Background: an optimization exercise with open tools, aiming at small area and a short achievable clock period. Do not read the settings as production practice. The RTL was checked by simulation tests, not by an equivalence proof against the original design.

--- flow/standard.sh ---
#!/bin/bash
# synth_recipe.tcl (not shown) runs the flow's synth.tcl, then flattens the netlist and writes it again
# the make line also repeats each setting of config.mk as NAME=value (left out here)
make -C /OpenROAD-flow-scripts/flow DESIGN_CONFIG=/design/flow/config.mk WORK_HOME=/design/flow/orfs CLKGATE_MAP_FILE= SYNTH_SCRIPT=/design/flow/synth_recipe.tcl "${@:-finish}"
--- flow/design.v ---
`timescale 1ns/100ps
module xgmii_rx_top #(
    parameter int STAT_W = 32
) (
    input  logic              clk,
    input  logic              inv_aresetn,
    input  logic [63:0]       xgmii_d_i,
    input  logic [7:0]        xgmii_c_i,
    output logic [63:0]       tdata_o,
    output logic [7:0]        tkeep_o,
    output logic              tvalid_o,
    output logic              tlast_o,
    output logic              tuser_o,
    output logic [STAT_W-1:0] good_frames_o,
    output logic [STAT_W-1:0] bad_frames_o
);
    logic [7:0]  c;
    logic [63:0] d;
    logic        dat_in, term_in, early_in, err_in, tch_in;
    logic [2:0]  lane_in;
    logic [3:0]  sofp_in;
    logic [7:0]  first_ctl, eq_fd;
    logic [63:0] masked;
    assign c = xgmii_c_i;
    assign d = xgmii_d_i;
    assign dat_in = (c == 8'h00);
    assign term_in  = c[7] && ((~c[6:0] | c[7:1]) == 7'h7F);
    assign early_in = term_in && c[4];
    assign err_in   = !dat_in && !term_in;
    assign sofp_in[0] = ({d[7:0], c} == 16'hFB01);
    assign sofp_in[1] = (d[23:8]  == 16'h5555);
    assign sofp_in[2] = (d[39:24] == 16'h5555);
    assign sofp_in[3] = (d[63:40] == 24'hD5_5555);
    assign lane_in[2] = ~c[3];
    assign lane_in[1] = (~c[1] & c[3]) | ~c[5];
    assign lane_in[0] = (~c[0] & c[1]) | (~c[2] & c[3]) | (~c[4] & c[5]) | ~c[6];
    assign first_ctl = c & ~{c[6:0], 1'b0};
    always_comb begin
        for (int j = 0; j < 8; j++) begin
            eq_fd[j] = (d[8*j +: 8] == 8'hFD);
            masked[8*j +: 8] = d[8*j +: 8] & {8{~c[j]}};
        end
    end
    assign tch_in = |(first_ctl & eq_fd);
    logic [63:0] d1_q;       
    logic [2:0]  lane_q;     
    logic        tch_q;      
    logic [3:0]  sofp_q;     
    logic        nf_q;       
    logic        hp_q;       
    logic        fin_q;      
    logic        fin_hp_q;   
    logic [2:0]  lane2_q;    
    logic        beat2_q;    
    logic        good2_q;    
    logic [31:0] crc_q;
    logic [7:1]  keep_q;     
    logic        sof;
    logic        frame;
    logic        late_q;
    logic        fin_beat;
    logic [31:0] crc_nxt;
    logic [31:0] resid;
    logic        crc_ok;
    logic [7:0]  keep_last;
    assign sof      = &sofp_q;
    assign frame    = hp_q || (nf_q && sof);
    assign late_q   = lane_q[2] && (lane_q[1:0] != 2'd0);
    assign fin_beat = late_q || fin_hp_q;
    wire x96 = crc_q[18] ^ d1_q[13];
    wire x97 = crc_q[19] ^ d1_q[12];
    wire x98 = crc_q[20] ^ d1_q[11];
    wire x99 = crc_q[28] ^ d1_q[3];
    wire x100 = crc_q[15] ^ d1_q[16];
    wire x101 = crc_q[26] ^ d1_q[5];
    wire x102 = crc_q[27] ^ d1_q[4];
    wire x103 = crc_q[23] ^ d1_q[8];
    wire x104 = crc_q[24] ^ d1_q[7];
    wire x105 = crc_q[25] ^ d1_q[6];
    wire x106 = crc_q[12] ^ d1_q[19];
    wire x107 = crc_q[22] ^ d1_q[9];
    wire x108 = crc_q[0] ^ d1_q[31];
    wire x109 = crc_q[1] ^ d1_q[30];
    wire x110 = crc_q[16] ^ d1_q[15];
    wire x111 = crc_q[17] ^ d1_q[14];
    wire x112 = crc_q[21] ^ d1_q[10];
    wire x113 = crc_q[29] ^ d1_q[2];
    wire x114 = crc_q[30] ^ d1_q[1];
    wire x115 = x96 ^ x99;
    wire x116 = crc_q[5] ^ d1_q[26];
    wire x117 = crc_q[6] ^ d1_q[25];
    wire x118 = crc_q[7] ^ d1_q[24];
    wire x119 = crc_q[8] ^ d1_q[23];
    wire x120 = crc_q[9] ^ d1_q[22];
    wire x121 = crc_q[10] ^ d1_q[21];
    wire x122 = crc_q[11] ^ d1_q[20];
    wire x123 = crc_q[13] ^ d1_q[18];
    wire x124 = crc_q[14] ^ d1_q[17];
    wire x125 = crc_q[31] ^ d1_q[0];
    wire x126 = d1_q[32] ^ x98;
    wire x127 = d1_q[39] ^ x102;
    wire x128 = crc_q[2] ^ d1_q[29];
    wire x129 = crc_q[3] ^ d1_q[28];
    wire x130 = crc_q[4] ^ d1_q[27];
    wire x131 = d1_q[35] ^ x97;
    wire x132 = x100 ^ x105;
    wire x133 = d1_q[36] ^ d1_q[54];
    wire x134 = d1_q[34] ^ x101;
    wire x135 = d1_q[37] ^ x103;
    wire x136 = d1_q[38] ^ x107;
    wire x137 = d1_q[46] ^ x104;
    wire x138 = d1_q[55] ^ x109;
    wire x139 = d1_q[56] ^ x108;
    wire x140 = d1_q[47] ^ x115;
    wire x141 = d1_q[43] ^ x111;
    wire x142 = d1_q[44] ^ x110;
    wire x143 = d1_q[51] ^ x106;
    wire x144 = d1_q[45] ^ x126;
    wire x145 = d1_q[42] ^ d1_q[58];
    wire x146 = d1_q[48] ^ d1_q[60];
    wire x147 = d1_q[49] ^ d1_q[61];
    wire x148 = d1_q[50] ^ d1_q[57];
    wire x149 = d1_q[40] ^ x122;
    wire x150 = d1_q[41] ^ x121;
    wire x151 = d1_q[52] ^ x117;
    wire x152 = d1_q[53] ^ x116;
    wire x153 = d1_q[59] ^ x113;
    wire x154 = d1_q[62] ^ x112;
    wire x155 = d1_q[63] ^ x124;
    wire x156 = x114 ^ x133;
    wire x157 = x118 ^ x130;
    wire x158 = x119 ^ x125;
    wire x159 = d1_q[33] ^ x127;
    wire x160 = x120 ^ x131;
    wire x161 = x123 ^ x134;
    wire x162 = x128 ^ x129;
    wire x163 = d1_q[63] ^ x135;
    wire x164 = x138 ^ x146;
    wire x165 = x139 ^ x147;
    wire x166 = x104 ^ x145;
    wire x167 = x132 ^ x136;
    wire x168 = x148 ^ x154;
    wire x169 = d1_q[33] ^ x110;
    wire x170 = d1_q[34] ^ x97;
    wire x171 = d1_q[59] ^ x123;
    wire x172 = d1_q[39] ^ x143;
    wire x173 = d1_q[54] ^ x157;
    wire x174 = d1_q[57] ^ x142;
    wire x175 = d1_q[60] ^ x150;
    wire x176 = x98 ^ x149;
    wire x177 = x100 ^ x151;
    wire x178 = x107 ^ x141;
    wire x179 = x111 ^ x137;
    wire x180 = x156 ^ x162;
    wire x181 = x101 ^ x144;
    wire x182 = x128 ^ x140;
    wire x183 = d1_q[38] ^ d1_q[40];
    wire x184 = d1_q[43] ^ d1_q[62];
    wire x185 = d1_q[50] ^ d1_q[58];
    wire x186 = d1_q[32] ^ x96;
    wire x187 = d1_q[35] ^ x112;
    wire x188 = d1_q[36] ^ x129;
    wire x189 = d1_q[37] ^ x124;
    wire x190 = d1_q[44] ^ x102;
    wire x191 = d1_q[45] ^ x103;
    wire x192 = d1_q[49] ^ x130;
    wire x193 = d1_q[61] ^ x120;
    wire x194 = x114 ^ x122;
    wire x195 = d1_q[41] ^ x141;
    wire x196 = d1_q[55] ^ x150;
    wire x197 = d1_q[57] ^ x136;
    wire x198 = x97 ^ x153;
    wire x199 = x101 ^ x127;
    wire x200 = x113 ^ x152;
    wire x201 = x116 ^ x142;
    wire x202 = x118 ^ x152;
    wire x203 = x119 ^ x170;
    wire x204 = x121 ^ x155;
    wire x205 = x137 ^ x157;
    wire x206 = d1_q[42] ^ x160;
    wire x207 = d1_q[47] ^ x163;
    wire x208 = x105 ^ x159;
    wire x209 = x108 ^ x172;
    wire x210 = x125 ^ x161;
    wire x211 = x131 ^ x140;
    wire x212 = x144 ^ x179;
    wire x213 = x117 ^ x181;
    wire x214 = d1_q[34] ^ d1_q[48];
    wire x215 = d1_q[46] ^ d1_q[51];
    wire x216 = d1_q[32] ^ x100;
    wire x217 = d1_q[35] ^ x114;
    wire x218 = d1_q[38] ^ x118;
    wire x219 = d1_q[52] ^ x106;
    wire x220 = d1_q[55] ^ x129;
    wire x221 = d1_q[56] ^ x98;
    wire x222 = d1_q[56] ^ x106;
    wire x223 = d1_q[61] ^ x113;
    wire x224 = d1_q[62] ^ x148;
    wire x225 = x96 ^ x145;
    wire x226 = x99 ^ x120;
    wire x227 = x99 ^ x124;
    wire x228 = x109 ^ x133;
    wire x229 = x109 ^ x185;
    wire x230 = x122 ^ x184;
    wire x231 = d1_q[36] ^ x158;
    wire x232 = d1_q[39] ^ x139;
    wire x233 = d1_q[53] ^ x153;
    wire x234 = d1_q[59] ^ x132;
    wire x235 = d1_q[60] ^ x158;
    wire x236 = x103 ^ x194;
    wire x237 = x105 ^ x151;
    wire x238 = x108 ^ x126;
    wire x239 = x111 ^ x187;
    wire x240 = x115 ^ x135;
    wire x241 = x115 ^ x171;
    wire x242 = x126 ^ x156;
    wire x243 = x132 ^ x169;
    wire x244 = x134 ^ x229;
    wire x245 = x138 ^ x149;
    wire x246 = x139 ^ x188;
    wire x247 = x143 ^ x155;
    wire x248 = x143 ^ x166;
    wire x249 = x192 ^ x228;
    wire x250 = d1_q[40] ^ x174;
    wire x251 = d1_q[41] ^ x201;
    wire x252 = d1_q[42] ^ x165;
    wire x253 = d1_q[58] ^ x167;
    wire x254 = x112 ^ x164;
    wire x255 = x116 ^ x168;
    wire x256 = x119 ^ x164;
    wire x257 = x125 ^ x198;
    wire x258 = x135 ^ x178;
    wire x259 = x140 ^ x190;
    wire x260 = x144 ^ x226;
    wire x261 = x146 ^ x160;
    wire x262 = x149 ^ x161;
    wire x263 = x159 ^ x193;
    wire x264 = x163 ^ x217;
    wire x265 = x166 ^ x196;
    wire x266 = x168 ^ x204;
    wire x267 = x173 ^ x244;
    wire x268 = x177 ^ x203;
    wire x269 = x186 ^ x199;
    wire x270 = x167 ^ x261;
    wire x271 = x169 ^ x182;
    wire x272 = x183 ^ x206;
    wire x273 = x208 ^ x248;
    wire x274 = x225 ^ x266;
    wire x275 = x123 ^ x213;
    wire x276 = d1_q[54] ^ x187;
    wire x277 = x216 ^ x163;
    wire x278 = x197 ^ x200;
    wire x279 = x276 ^ x209;
    wire x280 = x210 ^ x277;
    wire x281 = x278 ^ x271;
    wire x282 = x279 ^ x280;
    wire x283 = x281 ^ x282;
    wire x284 = d1_q[56] ^ x109;
    wire x285 = x125 ^ x284;
    wire x286 = x177 ^ x179;
    wire x287 = x180 ^ x199;
    wire x288 = x247 ^ x285;
    wire x289 = x211 ^ x255;
    wire x290 = x286 ^ x287;
    wire x291 = x288 ^ x289;
    wire x292 = x290 ^ x291;
    wire x293 = d1_q[46] ^ x97;
    wire x294 = x106 ^ x220;
    wire x295 = x293 ^ x165;
    wire x296 = x173 ^ x294;
    wire x297 = x207 ^ x208;
    wire x298 = x255 ^ x295;
    wire x299 = x296 ^ x213;
    wire x300 = x297 ^ x298;
    wire x301 = x299 ^ x300;
    wire x302 = x99 ^ x133;
    wire x303 = x136 ^ x152;
    wire x304 = x154 ^ x190;
    wire x305 = x302 ^ x165;
    wire x306 = x205 ^ x303;
    wire x307 = x304 ^ x256;
    wire x308 = x305 ^ x306;
    wire x309 = x307 ^ x308;
    wire x310 = x275 ^ x309;
    wire x311 = d1_q[43] ^ d1_q[45];
    wire x312 = x311 ^ x151;
    wire x313 = x158 ^ x186;
    wire x314 = x218 ^ x161;
    wire x315 = x164 ^ x174;
    wire x316 = x234 ^ x247;
    wire x317 = x312 ^ x313;
    wire x318 = x263 ^ x314;
    wire x319 = x315 ^ x316;
    wire x320 = x317 ^ x318;
    wire x321 = x319 ^ x320;
    wire x322 = d1_q[34] ^ d1_q[44];
    wire x323 = x103 ^ x322;
    wire x324 = x127 ^ x153;
    wire x325 = x222 ^ x323;
    wire x326 = x160 ^ x178;
    wire x327 = x202 ^ x235;
    wire x328 = x324 ^ x325;
    wire x329 = x326 ^ x327;
    wire x330 = x328 ^ x274;
    wire x331 = x329 ^ x330;
    wire x332 = d1_q[33] ^ x120;
    wire x333 = x147 ^ x184;
    wire x334 = x221 ^ x332;
    wire x335 = x333 ^ x197;
    wire x336 = x236 ^ x241;
    wire x337 = x334 ^ x265;
    wire x338 = x268 ^ x335;
    wire x339 = x336 ^ x337;
    wire x340 = x338 ^ x339;
    wire x341 = d1_q[61] ^ x155;
    wire x342 = x161 ^ x176;
    wire x343 = x202 ^ x232;
    wire x344 = x341 ^ x182;
    wire x345 = x265 ^ x342;
    wire x346 = x343 ^ x270;
    wire x347 = x344 ^ x345;
    wire x348 = x346 ^ x347;
    wire x349 = d1_q[62] ^ x102;
    wire x350 = x107 ^ x215;
    wire x351 = x131 ^ x152;
    wire x352 = x155 ^ x158;
    wire x353 = x162 ^ x349;
    wire x354 = x350 ^ x175;
    wire x355 = x237 ^ x238;
    wire x356 = x241 ^ x245;
    wire x357 = x351 ^ x352;
    wire x358 = x353 ^ x354;
    wire x359 = x355 ^ x356;
    wire x360 = x357 ^ x358;
    wire x361 = x359 ^ x360;
    wire x362 = x154 ^ x162;
    wire x363 = x191 ^ x193;
    wire x364 = x227 ^ x176;
    wire x365 = x177 ^ x198;
    wire x366 = x362 ^ x363;
    wire x367 = x209 ^ x267;
    wire x368 = x364 ^ x365;
    wire x369 = x366 ^ x367;
    wire x370 = x368 ^ x369;
    wire x371 = x104 ^ x121;
    wire x372 = x129 ^ x147;
    wire x373 = x371 ^ x372;
    wire x374 = x235 ^ x238;
    wire x375 = x373 ^ x259;
    wire x376 = x264 ^ x267;
    wire x377 = x374 ^ x375;
    wire x378 = x376 ^ x377;
    wire x379 = x110 ^ x119;
    wire x380 = x137 ^ x143;
    wire x381 = x171 ^ x230;
    wire x382 = x379 ^ x249;
    wire x383 = x380 ^ x381;
    wire x384 = x207 ^ x269;
    wire x385 = x382 ^ x383;
    wire x386 = x270 ^ x384;
    wire x387 = x385 ^ x386;
    wire x388 = d1_q[48] ^ d1_q[51];
    wire x389 = x107 ^ x133;
    wire x390 = x388 ^ x132;
    wire x391 = x389 ^ x390;
    wire x392 = x212 ^ x257;
    wire x393 = x263 ^ x391;
    wire x394 = x274 ^ x392;
    wire x395 = x393 ^ x394;
    wire x396 = d1_q[53] ^ x142;
    wire x397 = x165 ^ x168;
    wire x398 = x175 ^ x236;
    wire x399 = x396 ^ x181;
    wire x400 = x211 ^ x253;
    wire x401 = x397 ^ x398;
    wire x402 = x399 ^ x400;
    wire x403 = x401 ^ x402;
    wire x404 = x102 ^ x134;
    wire x405 = x137 ^ x219;
    wire x406 = x165 ^ x174;
    wire x407 = x176 ^ x404;
    wire x408 = x405 ^ x254;
    wire x409 = x257 ^ x258;
    wire x410 = x406 ^ x407;
    wire x411 = x408 ^ x409;
    wire x412 = x410 ^ x411;
    wire x413 = x156 ^ x171;
    wire x414 = x191 ^ x221;
    wire x415 = x178 ^ x413;
    wire x416 = x414 ^ x182;
    wire x417 = x254 ^ x415;
    wire x418 = x273 ^ x416;
    wire x419 = x417 ^ x418;
    wire x420 = d1_q[33] ^ d1_q[37];
    wire x421 = d1_q[50] ^ x145;
    wire x422 = x420 ^ x137;
    wire x423 = x155 ^ x170;
    wire x424 = x220 ^ x421;
    wire x425 = x234 ^ x422;
    wire x426 = x423 ^ x424;
    wire x427 = x209 ^ x251;
    wire x428 = x425 ^ x426;
    wire x429 = x427 ^ x428;
    wire x430 = d1_q[58] ^ x183;
    wire x431 = x224 ^ x430;
    wire x432 = x195 ^ x243;
    wire x433 = x249 ^ x431;
    wire x434 = x432 ^ x433;
    wire x435 = x434 ^ x275;
    wire x436 = d1_q[48] ^ x128;
    wire x437 = x189 ^ x436;
    wire x438 = x202 ^ x239;
    wire x439 = x437 ^ x250;
    wire x440 = x252 ^ x269;
    wire x441 = x438 ^ x439;
    wire x442 = x440 ^ x441;
    wire x443 = x127 ^ x136;
    wire x444 = x140 ^ x164;
    wire x445 = x195 ^ x246;
    wire x446 = x443 ^ x268;
    wire x447 = x444 ^ x445;
    wire x448 = x446 ^ x447;
    wire x449 = x98 ^ x215;
    wire x450 = x135 ^ x138;
    wire x451 = x153 ^ x449;
    wire x452 = x173 ^ x450;
    wire x453 = x451 ^ x452;
    wire x454 = x271 ^ x272;
    wire x455 = x453 ^ x454;
    wire x456 = d1_q[37] ^ d1_q[39];
    wire x457 = x112 ^ x185;
    wire x458 = x456 ^ x150;
    wire x459 = x457 ^ x180;
    wire x460 = x200 ^ x203;
    wire x461 = x458 ^ x212;
    wire x462 = x459 ^ x460;
    wire x463 = x461 ^ x462;
    wire x464 = x113 ^ x132;
    wire x465 = x151 ^ x192;
    wire x466 = x172 ^ x180;
    wire x467 = x201 ^ x464;
    wire x468 = x465 ^ x207;
    wire x469 = x260 ^ x262;
    wire x470 = x466 ^ x467;
    wire x471 = x468 ^ x469;
    wire x472 = x470 ^ x471;
    wire x473 = x117 ^ x214;
    wire x474 = x216 ^ x224;
    wire x475 = x473 ^ x180;
    wire x476 = x204 ^ x205;
    wire x477 = x474 ^ x258;
    wire x478 = x259 ^ x475;
    wire x479 = x476 ^ x477;
    wire x480 = x478 ^ x479;
    wire x481 = x158 ^ x188;
    wire x482 = x191 ^ x230;
    wire x483 = x200 ^ x205;
    wire x484 = x243 ^ x481;
    wire x485 = x482 ^ x211;
    wire x486 = x252 ^ x483;
    wire x487 = x484 ^ x485;
    wire x488 = x486 ^ x487;
    wire x489 = x106 ^ x114;
    wire x490 = x130 ^ x134;
    wire x491 = x223 ^ x489;
    wire x492 = x237 ^ x490;
    wire x493 = x491 ^ x206;
    wire x494 = x212 ^ x251;
    wire x495 = x256 ^ x492;
    wire x496 = x493 ^ x494;
    wire x497 = x495 ^ x496;
    wire x498 = x106 ^ x117;
    wire x499 = x118 ^ x127;
    wire x500 = x141 ^ x498;
    wire x501 = x167 ^ x175;
    wire x502 = x233 ^ x499;
    wire x503 = x500 ^ x250;
    wire x504 = x260 ^ x264;
    wire x505 = x501 ^ x502;
    wire x506 = x503 ^ x504;
    wire x507 = x505 ^ x506;
    wire x508 = d1_q[52] ^ x114;
    wire x509 = x121 ^ x141;
    wire x510 = x142 ^ x153;
    wire x511 = x154 ^ x166;
    wire x512 = x218 ^ x508;
    wire x513 = x231 ^ x232;
    wire x514 = x240 ^ x509;
    wire x515 = x510 ^ x511;
    wire x516 = x512 ^ x262;
    wire x517 = x513 ^ x514;
    wire x518 = x515 ^ x516;
    wire x519 = x517 ^ x518;
    wire x520 = x96 ^ x138;
    wire x521 = x189 ^ x194;
    wire x522 = x223 ^ x160;
    wire x523 = x195 ^ x197;
    wire x524 = x231 ^ x520;
    wire x525 = x521 ^ x522;
    wire x526 = x523 ^ x524;
    wire x527 = x273 ^ x525;
    wire x528 = x526 ^ x527;
    wire x529 = x128 ^ x148;
    wire x530 = x132 ^ x222;
    wire x531 = x529 ^ x175;
    wire x532 = x240 ^ x242;
    wire x533 = x530 ^ x210;
    wire x534 = x531 ^ x532;
    wire x535 = x272 ^ x533;
    wire x536 = x534 ^ x535;
    wire x537 = d1_q[49] ^ x104;
    wire x538 = x110 ^ x112;
    wire x539 = x131 ^ x189;
    wire x540 = x537 ^ x538;
    wire x541 = x159 ^ x176;
    wire x542 = x196 ^ x233;
    wire x543 = x246 ^ x539;
    wire x544 = x540 ^ x210;
    wire x545 = x541 ^ x542;
    wire x546 = x543 ^ x544;
    wire x547 = x545 ^ x546;
    wire x548 = x130 ^ x214;
    wire x549 = x219 ^ x227;
    wire x550 = x548 ^ x159;
    wire x551 = x239 ^ x242;
    wire x552 = x245 ^ x549;
    wire x553 = x253 ^ x550;
    wire x554 = x551 ^ x552;
    wire x555 = x553 ^ x554;
    assign crc_nxt[0] = x283;
    assign crc_nxt[1] = x292;
    assign crc_nxt[2] = x301;
    assign crc_nxt[3] = x310;
    assign crc_nxt[4] = x321;
    assign crc_nxt[5] = x331;
    assign crc_nxt[6] = x340;
    assign crc_nxt[7] = x348;
    assign crc_nxt[8] = x361;
    assign crc_nxt[9] = x370;
    assign crc_nxt[10] = x378;
    assign crc_nxt[11] = x387;
    assign crc_nxt[12] = x395;
    assign crc_nxt[13] = x403;
    assign crc_nxt[14] = x412;
    assign crc_nxt[15] = x419;
    assign crc_nxt[16] = x429;
    assign crc_nxt[17] = x435;
    assign crc_nxt[18] = x442;
    assign crc_nxt[19] = x448;
    assign crc_nxt[20] = x455;
    assign crc_nxt[21] = x463;
    assign crc_nxt[22] = x472;
    assign crc_nxt[23] = x480;
    assign crc_nxt[24] = x488;
    assign crc_nxt[25] = x497;
    assign crc_nxt[26] = x507;
    assign crc_nxt[27] = x519;
    assign crc_nxt[28] = x528;
    assign crc_nxt[29] = x536;
    assign crc_nxt[30] = x547;
    assign crc_nxt[31] = x555;
    always_comb begin
        case (lane2_q)
            3'd0: resid = 32'h099C5421;
            3'd1: resid = 32'hC8721E29;
            3'd2: resid = 32'h91E9AE38;
            3'd3: resid = 32'h8AD76F98;
            3'd4: resid = 32'h6904BB59;
            3'd5: resid = 32'h8104C946;
            3'd6: resid = 32'h3A7ABC72;
            default: resid = 32'h4710BB9C;
        endcase
    end
    assign crc_ok = (crc_q == resid);
    always_comb begin
        case (lane2_q)
            3'd0: keep_last = 8'h0F;
            3'd1: keep_last = 8'h1F;
            3'd2: keep_last = 8'h3F;
            3'd3: keep_last = 8'h7F;
            3'd4: keep_last = 8'hFF;
            3'd5: keep_last = 8'h01;
            3'd6: keep_last = 8'h03;
            default: keep_last = 8'h07;
        endcase
    end
    always_ff @(posedge clk) begin
        d1_q     <= masked;
        lane_q   <= lane_in;
        tch_q    <= tch_in;
        sofp_q   <= sofp_in;
        fin_hp_q <= hp_q;
        lane2_q  <= lane_q;
        crc_q    <= sof ? 32'hFFFF_FFFF : crc_nxt;
        if (!((fin_q && !late_q) || beat2_q)) begin
            tdata_o <= d1_q;
        end
        keep_q   <= beat2_q ? keep_last[7:1] : 7'h7F;
    end
    assign tkeep_o = {keep_q, 1'b1};
    function automatic logic [STAT_W-1:0] toggles(logic [STAT_W-1:0] q, logic inc);
        logic [STAT_W-1:0] t;
        for (int g = 0; g < STAT_W / 4; g++) begin
            t[4*g] = inc && (&(q | ~({STAT_W{1'b1}} >> (STAT_W - 4*g))));
            for (int i = 1; i < 4; i++) begin
                t[4*g+i] = t[4*g+i-1] && q[4*g+i-1];
            end
        end
        toggles = t;
    endfunction
    logic [STAT_W-1:0] good_tgl, bad_tgl;
    assign good_tgl = toggles(good_frames_o, tvalid_o && tlast_o && tuser_o);
    assign bad_tgl  = toggles(bad_frames_o, tvalid_o && tlast_o && !tuser_o);
    always_ff @(posedge clk) begin
        tlast_o <= beat2_q || (hp_q && err_in);
        tuser_o <= good2_q && crc_ok;
    end
    always_ff @(posedge clk) begin
        if (inv_aresetn) begin
            nf_q          <= 1'b1;
            hp_q          <= 1'b0;
            fin_q         <= 1'b0;
            beat2_q       <= 1'b0;
            good2_q       <= 1'b0;
            tvalid_o      <= 1'b0;
            good_frames_o <= '0;
            bad_frames_o  <= '0;
        end else begin
            nf_q          <= !frame;
            hp_q          <= frame && dat_in;
            fin_q         <= frame && term_in;
            beat2_q       <= fin_q && fin_beat;
            good2_q       <= fin_q && fin_beat && tch_q;
            tvalid_o      <= beat2_q || (hp_q && !early_in);
            good_frames_o <= good_frames_o ^ good_tgl;
            bad_frames_o  <= bad_frames_o ^ bad_tgl;
        end
    end
endmodule
--- flow/constraint.sdc ---
create_clock -name core_clock -period 9.0 [get_ports {clk}]
set_input_delay 1.8000 -clock core_clock [delete_from_list [all_inputs] [get_ports {clk}]]
set_output_delay 1.8000 -clock core_clock [all_outputs]
set_load 0.01 [all_outputs]
--- flow/flow/run.sh ---
#!/bin/bash
# Own layout flow: the standard ORFS flow (standard.sh) with
# - plain sky130_fd_sc_hd__buf_1 cells as the port buffers,
# - these cells kept out of mapping and repair (added to the platform's
#   don't-use list; registers are unaffected): sky130_fd_sc_hd__xor3_1 sky130_fd_sc_hd__xor3_2 sky130_fd_sc_hd__xor3_4 sky130_fd_sc_hd__xnor3_1 sky130_fd_sc_hd__xnor3_2 sky130_fd_sc_hd__xnor3_4 sky130_fd_sc_hd__xnor2_2 sky130_fd_sc_hd__xnor2_4 sky130_fd_sc_hd__xor2_2 sky130_fd_sc_hd__xor2_4
# - these make settings: SETUP_SLACK_MARGIN=6.0 CTS_BUF_LIST=sky130_fd_sc_hd__clkbuf_16 CTS_CLUSTER_SIZE=25 CTS_CLUSTER_DIAMETER=100
# SETUP_SLACK_MARGIN makes setup repair keep sizing and buffering until
# paths are that far below the (unchanged) 9 ns clock period.
set -euo pipefail
cd "$(dirname "$0")/.."
{
  echo "export BUFFER_PORTS_ARGS = -buffer_cell sky130_fd_sc_hd__buf_1"
  echo "export DONT_USE_CELLS = sky130_fd_sc_hd__xor3_1 sky130_fd_sc_hd__xor3_2 sky130_fd_sc_hd__xor3_4 sky130_fd_sc_hd__xnor3_1 sky130_fd_sc_hd__xnor3_2 sky130_fd_sc_hd__xnor3_4 sky130_fd_sc_hd__xnor2_2 sky130_fd_sc_hd__xnor2_4 sky130_fd_sc_hd__xor2_2 sky130_fd_sc_hd__xor2_4"
} >> config.mk
bash standard.sh SETUP_SLACK_MARGIN=6.0 CTS_BUF_LIST=sky130_fd_sc_hd__clkbuf_16 CTS_CLUSTER_SIZE=25 CTS_CLUSTER_DIAMETER=100 finish > standard.log 2>&1
--- flow/config.mk ---
export PLATFORM = sky130hd
export DESIGN_NAME = xgmii_rx_top
export DESIGN_NICKNAME = xgmii_rx_top
export VERILOG_FILES = /design/flow/design.v
export SDC_FILE = /design/flow/constraint.sdc
export NUM_CORES = 4
export LEC_CHECK = 0
export CAP_MARGIN = 20
export CORE_MARGIN = 2
export CORE_UTILIZATION = 40
export SETUP_SLACK_MARGIN = 0.2
export SLEW_MARGIN = 20
export BUFFER_PORTS_ARGS = -buffer_cell sky130_fd_sc_hd__buf_1
export DONT_USE_CELLS = sky130_fd_sc_hd__xor3_1 sky130_fd_sc_hd__xor3_2 sky130_fd_sc_hd__xor3_4 sky130_fd_sc_hd__xnor3_1 sky130_fd_sc_hd__xnor3_2 sky130_fd_sc_hd__xnor3_4 sky130_fd_sc_hd__xnor2_2 sky130_fd_sc_hd__xnor2_4 sky130_fd_sc_hd__xor2_2 sky130_fd_sc_hd__xor2_4
==> summary.md <==
| Metric | Value |
|---|---|
| Status | timing/DRC/antenna clean |
| Clock Sinks | around 250 |
| Reg2Reg Depth | 8 |
| CP Depth | 8 |
| RePlAce Congestion | 1.056 |
| Cts bufs inserted | 14 |
| H-tree depth | 1 |
| CTS max path bufs | 3 |
| Max-cap viol count | 0 |
| GR peak layer | met2 |
| Clock Root Buffer | clkbuf_16 |
| Critical Path Start | crc_q[30]$_SDFF_PP1_ |
| Slew Limit Fails | 0 |
| Die height | 183.4 um |
| TritonRoute pass-1 iters | 6 |
| Worst-Skew Late Latency | 500 ps |
| Overall Global Routing Usage | 23.78% |
| Crit. End Element | flop |
| Total Die Area | between 30000 and 40000 um^2 |
| GRT Residual Overflow | 0 |
| Post-synthesis sequential area ratio | 44.02% |
| Worst Setup EP | crc_q[22]$_SDFF_PP1_ |
| Post-synth EDFFs | 64 |
| Cell family with most CP delay | XOR/XNOR gates |
| Worst-path maximum fanout | 6 |
| Worst Path Required | 9370 ps |
| Fin Hold WS | 391.0 ps |
| Final Skew | 18.47 ps |
| Via count | between 9000 and 10000 |
| Area delta synth->final | 14.93% |
| Type of origin of the critical path | flop |
| YS warnings | 1 |
| Pin count of the biggest net entering global routing | 68 |
| Antenna cells | 0 |
| Gate Count Post-Synth | 1230 |
| I/O Buffers | ~210 |
| 1st-iter DRT viols | 964 |
| Initial antenna violation count | 0 |
| Synthesized Nets | 1352 |
| Antenna violation net count after detailed routing | 0 |
| Final Hold Viols | 0 |
| Number of remaining DRC errors | 0 |
| Post-Syn Area | ~13000 um^2 |
| Slowest stage delay, CP | 670 ps |
| Avg Cell Area, Syn | around 10 um^2 |
| Die span in x | 183.4 um |
| FP Rows | between 60 and 70 |
| Critical path class | reg -> reg |
| First-pass GRT wire length | around 59000 um |
| Async SR Flop Fraction | 0% |
| Unique masters post-synth | between 40 and 50 |
| Buf/Inv on CP | 0 |
| Yosys reg bits | around 250 |
| # setup viols final | 0 |
| Reg-to-Reg End | crc_q[22]$_SDFF_PP1_ |
| M1 GR Usage | 33.52% |
| Measured slew at the worst slew-check pin | 1095 ps |
| Reg2reg start | crc_q[30]$_SDFF_PP1_ |
| RSZ-0062 raised after global routing | yes |
| Core ar. | 31640 um^2 |
| R2R Setup Slk | 6040 ps |
| DP Wirelength | 32620 um |
| Dominant synthesized flop cell | dfxtp_1 |
| Ports | 213 |
| Dpl cells | 1816 |
| Filler-free cell count of the finished design | 1868 |
| Clk slew on worst S/H paths | approximately 100 ps |
| Max Clock Freq | 337.6 MHz |
| Most used cell, CP | xnor2_1 |
| WP data arrival | between 3000 and 4000 ps |
| Layout cells sized above 1 | 5.048% |
| CTS tree | yes |
| Setup tns final | 0 ps |
| Initial core utilization | 40.68% |
| Nets@finish | 1580 |
| Rel. slew slack | between 20% and 30% |
| Drt total wl | 40490 um |
| Slowest CP cell | xnor2_1 |
| CP cell instances | xnor2_1, xnor2_1, xnor2_1, xnor2_1, xor2_1, xnor2_1, xnor2_1, nand2_1 |
| WL/cell | 21.68 um |
| Fin crit share | 32.92% |
| GRT met3 Usage | 3.296% |
| Crit path time final | 2962 ps |
| Met2 Resource Use GR | a little under two fifths |
| Worst Hold Class | reg -> reg |
| Vias in the first global route | ~9100 |
| Detailed-route vias per instance | 5.021 |
==> state kept, by name (all words and copies together), names as in the netlist, 3 cells and up <==
signal / flops
lane2_q: 3
crc_q: 32
good_frames_o: 32
tdata_o: 64
lane_q: 3
d1_q: 64
bad_frames_o: 32
sofp_q: 4
keep_q: 7
==> metrics by stage <==
| stage | setup slack, ps | cell area (um^2) | utilization [%] |
|---|---|---|---|
| after detailed placement | 5673 | 14140 | 44.69 |
| after floorplan | 6222 | 12870 | - |
| after global placement | 5688 | 14130 | 44.67 |
| final | 6038 | 14790 | 46.76 |
| after CTS | 6019 | 14610 | 46.19 |
| after global routing | 5925 | 14790 | 46.76 |
==> how the worst min path moves through the flow <==
stage,start,to,slack [ps],cells after the start
5_1_grt,hp_q$_SDFF_PP0_,fin_hp_q$_DFF_P_,390,0
4_1_cts,hp_q$_SDFF_PP0_,fin_hp_q$_DFF_P_,390,0
3_5_place_dp,hp_q$_SDFF_PP0_,fin_hp_q$_DFF_P_,370,0
6_report,hp_q$_SDFF_PP0_,fin_hp_q$_DFF_P_,390,0
3_3_place_gp,hp_q$_SDFF_PP0_,fin_hp_q$_DFF_P_,380,0
2_1_floorplan,lane_q[2]$_DFF_P_,lane2_q[2]$_DFF_P_,320,0
==> layout make-up <==
type | count | area, um^2
fillers | 3026 | 16840
multi-input cells | 920 | 6995
flip-flops and latches | 251 | 5668
repair buffers | 257 | 1139
well taps | 402 | 503.0
clock buffers | 15 | 375.4
clock inverters | 9 | 58.81
inverters | 14 | 52.55
==> kinds of logic after synthesis <==
kind of cell / Yosys count / synth area share (%)
AOI/OAI and AO/OA: 69 / 3.344
and+or+nand+nor: 322 / 13.51
DFF: 251 / 44.02
adders and majority gates: 48 / 4.667
muxes: 1 / 0.07778
buffers and inverters: 59 / 1.750
xor gates and xnor gates: 479 / 32.60
other: 1 / 0.02914
==> cells in the mapped netlist, drive strengths merged (2+ instances only) <==
master  number  area [um^2]
a211oi       5        37.54
a21oi       18        90.09
a22oi        3        22.52
a31o         2        17.52
a31oi        4        25.02
and4         4        35.03
buf          8        33.79
clkbuf      37        138.9
dfxtp      187         3744
edfxtp      64         1922
ha          48        600.6
inv         13        48.80
nand2       65        244.0
nand2b      10        62.56
nand3       15        75.07
nand4       22        137.6
nand4b       2        17.52
nor2        42        157.7
nor2b      122        763.2
nor3        14        70.07
nor4        11        68.82
nor4b        2        17.52
o21ai       19        95.09
o22ai        5        31.28
o31a         2        17.52
o31ai        2        15.01
or2          5        31.28
or3          2        12.51
or4          2        15.01
xnor2      429         3757
xor2        50        437.9
==> repair_timing <==
item	in CTS	in global routing
setup endpoints to repair	5	13
resized for setup	1	2
hold buffers	0	0
pin swaps	2	10
setup buffers	5	23
==> worst reg2reg max path, stage by stage (launching register included) <==
cell and delay [ps]:
dfxtp_1 410, xnor2_1 670, xnor2_1 310, xnor2_1 590, xnor2_1 250, xor2_1 200
xnor2_1 210, xnor2_1 140, nand2_1 70
==> metal layers <==
layer	vias up	share of wire, %
li1	4468	-
met1	4454	44
met2	396	45
met3	61	7.4
met4	0	2.8
met5	-	0
==> cell usage in the layout, fill, tap and decap left out, types with 3 or more instances in the layout <==
cell type and instances:
and4_1 4, ha_1 48, xor2_1 50, nor2b_1 122, clkbuf_16 15, nor2_1 42, or2_2 4, nand4_1 22
inv_1 20, buf_1 210, nand2_1 65, a21oi_1 17, xnor2_1 429, a211oi_1 5, o21ai_0 19, nor3_1 13
o22ai_1 5, nand3_1 15, buf_4 46, edfxtp_1 64, dfxtp_1 185, nor4_1 11, nand2b_1 10, a22oi_1 3
a31oi_1 4

==> static timing again, ports no longer ideal <==
Ports are ideal in the flow. The routed layout listed here was re-timed in OpenROAD.
Step 1 assumes that a clkbuf_16 drives the clock port and a buf_2 every other input.
Step 2 times the ports against the registers' clock, not the clock port: input delays grow and output delays shrink by t, the midpoint of the rising clock arrivals with the driver on.
a / b / c = ideal / step 1 / step 2; a / b = the first two.
shift t [ns]: 0.546
setup slack, ns: 6.038 / 6.038 / 5.658
slew at the worst register clock pin (ns): 0.10 / 0.10
After both steps setup and hold are still met in this run. For this run, drivers alone change the setup slack by 0.000 ns; drivers and shift together by -0.380 ns.
